Background: an optimization exercise with open tools, aiming at small area, a short achievable clock period and few clock cycles per item. Do not read the settings as production practice. Function was checked by simulation only, so behaviour that the tests miss may differ from the original.

## epoch_seconds_to_calendar_top
module epoch_seconds_to_calendar_top (
  input  wire logic        clk,
  input  wire logic        rst,
  input  wire logic        din_valid,
  output wire logic        din_ready,
  input  wire logic [31:0] din_epoch_seconds,
  output wire logic        dout_valid,
  input  wire logic        dout_ready,
  output wire logic [5:0]  dout_second_of_minute,
  output wire logic [5:0]  dout_minute_of_hour,
  output wire logic [4:0]  dout_hour_of_day,
  output wire logic [2:0]  dout_weekday,
  output wire logic [7:0]  dout_year_offset,
  output wire logic [3:0]  dout_month_number,
  output wire logic [4:0]  dout_day_of_month
);
For scale: roughly 1,700 cells after synthesis, ~120 flip-flops, roughly 75 I/O pins, ~14,000 um2 of cells after synthesis.
clock: 11.0 ns
lec_check: 0
cap_margin: 20
core_margin: 2
core_utilization: 40
cts_cluster_diameter: 150
cts_cluster_size: 40
setup_slack_margin: 5
slew_margin: 20
run.sh (not shown) runs the stock make flow with config.mk's settings and CLKGATE_MAP_FILE= SYNTH_SCRIPT=/design/flow/synth_recipe.tcl, a recipe that flattens the netlist after the stock synthesis.
The baseline completed without violations.
Testbench counts at the start, summed over its fixed seeds: cycles 8,024, items 8,000.
Rerun with:
Settings changed: CTS_CLUSTER_DIAMETER 150 to default, CTS_CLUSTER_SIZE 40 to default, SETUP_SLACK_MARGIN 5 to 4.0.
The new run ran to the end with no violations.
Utilization is lower by 3.7 points.
Final cell count is lower by a few percent.
Routed wire length is lower by roughly a tenth.
Critical path depth is lower by 11.
Clock skew is lower by 0.0072 ns.
Via count is lower by a few percent.
Rerun with:
==> flow/flow/run.sh (new file) <==
#!/bin/bash
# The standard layout (the standard.sh: ORFS synthesis through finish) with timing repair
# aimed at 5 ns of setup slack, and the port buffers made with buf_1 cells.
set -euo pipefail
bash standard.sh SETUP_SLACK_MARGIN=5 'BUFFER_PORTS_ARGS=-buffer_cell sky130_fd_sc_hd__buf_1' finish > standard_finish.log 2>&1
==> flow/standard.sh (new file) <==
#!/bin/bash
# synth_recipe.tcl (not shown) runs the flow's synth.tcl, then flattens the netlist and writes it again
# the make line also repeats each setting of config.mk as NAME=value (left out here)
make -C /OpenROAD-flow-scripts/flow DESIGN_CONFIG=/design/flow/config.mk WORK_HOME=/design/flow/orfs CLKGATE_MAP_FILE= SYNTH_SCRIPT=/design/flow/synth_recipe.tcl "${@:-finish}"
Settings changed: SETUP_SLACK_MARGIN 4.0 to default.
removed: flow/run.sh
Effect: Hold slack stays flat. Cell count is higher by 3.3%. Worst setup slack is better by 0.58 ns. Non-clock buffer count is higher by 71. Die area is unchanged. Design area is higher by 4.8%.
Rerun with:
Settings changed: CORE_UTILIZATION 40 to 55.
Effect:
- first-iteration DRC count rises by 14%
- global-route usage rises by 6.5 points
- area after synthesis does not change
- wire length falls by 0.39%
- maximum frequency rises by 0.97%

epoch_seconds_to_calendar_top again, from the RTL that the note above started with.
==> flow/config.mk <==
export PLATFORM = sky130hd
export DESIGN_NAME = epoch_seconds_to_calendar_top
export DESIGN_NICKNAME = epoch_seconds_to_calendar_top
export VERILOG_FILES = /design/flow/design.v
export SDC_FILE = /design/flow/constraint.sdc
export NUM_CORES = 4
export LEC_CHECK = 0
export CAP_MARGIN = 0
export CORE_MARGIN = 2
export CORE_UTILIZATION = 40
export SLEW_MARGIN = 0
==> flow/constraint.sdc <==
create_clock -name core_clock -period 11.0 [get_ports {clk}]
set_input_delay 2.2000 -clock core_clock [delete_from_list [all_inputs] [get_ports {clk}]]
set_output_delay 2.2000 -clock core_clock [all_outputs]
set_load 0.01 [all_outputs]
standard.sh (not shown) runs the stock make flow with config.mk's settings and CLKGATE_MAP_FILE= SYNTH_SCRIPT=/design/flow/synth_recipe.tcl, a recipe that flattens the netlist after the stock synthesis.
==> flow/flow/run.sh <==
#!/bin/bash
# The standard layout (the standard.sh: ORFS synthesis through finish) with timing repair
# aimed at 5 ns of setup slack, and the port buffers made with buf_1 cells.
set -euo pipefail
bash standard.sh SETUP_SLACK_MARGIN=5 'BUFFER_PORTS_ARGS=-buffer_cell sky130_fd_sc_hd__buf_1' finish > standard_finish.log 2>&1
The first run produced a clean layout.
Testbench counts at the start, summed over its fixed seeds: cycles 8,024, items 8,000.
Next try:
==> flow/flow/run.sh (replaced) <==
#!/bin/bash
# The standard layout (the standard.sh: ORFS synthesis through finish) with timing repair
# aimed at 5.5 ns of setup slack, and the port buffers made with buf_1 cells.
set -euo pipefail
bash standard.sh SETUP_SLACK_MARGIN=5.5 'BUFFER_PORTS_ARGS=-buffer_cell sky130_fd_sc_hd__buf_1' finish > standard_finish.log 2>&1
Settings changed: CAP_MARGIN 0 to 20, SLEW_MARGIN 0 to 20.
The new run went through all stages and came out clean; register-to-register slack degrades by 0.14 ns; worst setup slack is worse by 0.14 ns; synthesized cell count is unchanged.
Next try:
==> flow/run.sh (new file) <==
#!/bin/bash
# synth_recipe.tcl (not shown) runs the flow's synth.tcl, then flattens the netlist and writes it again
# the make line also repeats each setting of config.mk as NAME=value (left out here)
make -C /OpenROAD-flow-scripts/flow DESIGN_CONFIG=/design/flow/config.mk WORK_HOME=/design/flow/orfs CLKGATE_MAP_FILE= SYNTH_SCRIPT=/design/flow/synth_recipe.tcl finish
Settings changed: SETUP_SLACK_MARGIN from default to 4.6.
removed: flow/flow/run.sh
removed: flow/standard.sh
Result:
- die area does not change
- clock skew barely changes
- clock-buffer cell count is unchanged
- global-route usage decreases by 1.6 points
- worst setup slack gets worse by 0.10 ns
Next try:
==> flow/flow/run.sh (new file) <==
#!/bin/bash
# The standard layout (the standard.sh: ORFS synthesis through finish) with timing repair
# aimed at 5 ns of setup slack, and the port buffers made with buf_1 cells.
set -euo pipefail
bash standard.sh SETUP_SLACK_MARGIN=5 'BUFFER_PORTS_ARGS=-buffer_cell sky130_fd_sc_hd__buf_1' finish > standard_finish.log 2>&1
==> flow/standard.sh (new file) <==
#!/bin/bash
# synth_recipe.tcl (not shown) runs the flow's synth.tcl, then flattens the netlist and writes it again
# the make line also repeats each setting of config.mk as NAME=value (left out here)
make -C /OpenROAD-flow-scripts/flow DESIGN_CONFIG=/design/flow/config.mk WORK_HOME=/design/flow/orfs CLKGATE_MAP_FILE= SYNTH_SCRIPT=/design/flow/synth_recipe.tcl "${@:-finish}"
Settings changed: GPL_TIMING_DRIVEN from default to 1, SETUP_SLACK_MARGIN 4.6 to default.
removed: flow/run.sh
Outcome: Worst setup slack is better by 0.25 ns; routed wire length rose by 2.1%; via count barely changes; synthesized cell count stays the same; die area does not change; worst hold slack is about the same; area after synthesis is unchanged; clock skew rose by 0.0044 ns.
Next try:
==> flow/flow/run.sh (replaced) <==
#!/bin/bash
set -euo pipefail
bash standard.sh SETUP_SLACK_MARGIN=6.0 finish > standard_finish.log 2>&1
Settings changed: GPL_TIMING_DRIVEN 1 to default.
Effect: Die area does not change. First-iteration DRC count decreases by 21%. Cell area increases by 7.2%. Utilization climbs by 3.5 points. Cell count rose by 2.5%.

[port drivers added, routing unchanged]
The flow's constraints put no driver on any port. The routed layouts listed below were extracted and timed again, unchanged, in two steps. Step 1, drivers: a clkbuf_16 drives clk and a buf_2 each remaining input, both assumed. Step 2, shift: input delay + t, output delay - t, t = (earliest + latest rising clock arrival at the registers) / 2. This alone moves slack from input paths to output paths. Slacks: no drivers / after step 1 / after step 2; pairs: no drivers / after step 1.
run | t, ns | setup slack, ns | hold slack, ns
the first run of note 1 | 0.485 | 4.915 / 4.915 / 4.616 | 0.417 / 0.417 / 0.417
the second run of note 1 | 0.488 | 4.398 / 4.421 / 3.933 | 0.420 / 0.420 / 0.420
the third run of note 1 | 0.488 | 4.978 / 4.978 / 4.626 | 0.420 / 0.420 / 0.420
the fourth run of note 1 | 0.468 | 5.036 / 5.036 / 4.649 | 0.421 / 0.421 / 0.421
the first run of note 2 | 0.488 | 4.978 / 4.978 / 4.626 | 0.420 / 0.420 / 0.420
the second run of note 2 | 0.486 | 4.834 / 4.834 / 4.708 | 0.420 / 0.420 / 0.420
the third run of note 2 | 0.493 | 4.729 / 4.729 / 4.327 | 0.419 / 0.419 / 0.419
the fourth run of note 2 | 0.488 | 4.978 / 4.978 / 4.626 | 0.420 / 0.420 / 0.420
the fifth run of note 2 | 0.484 | 4.902 / 4.902 / 4.631 | 0.419 / 0.419 / 0.419
After both steps every run listed still meets setup and hold. For the second run of note 1, which loses most, drivers alone change the setup slack by +0.023 ns; drivers and shift together by -0.465 ns.
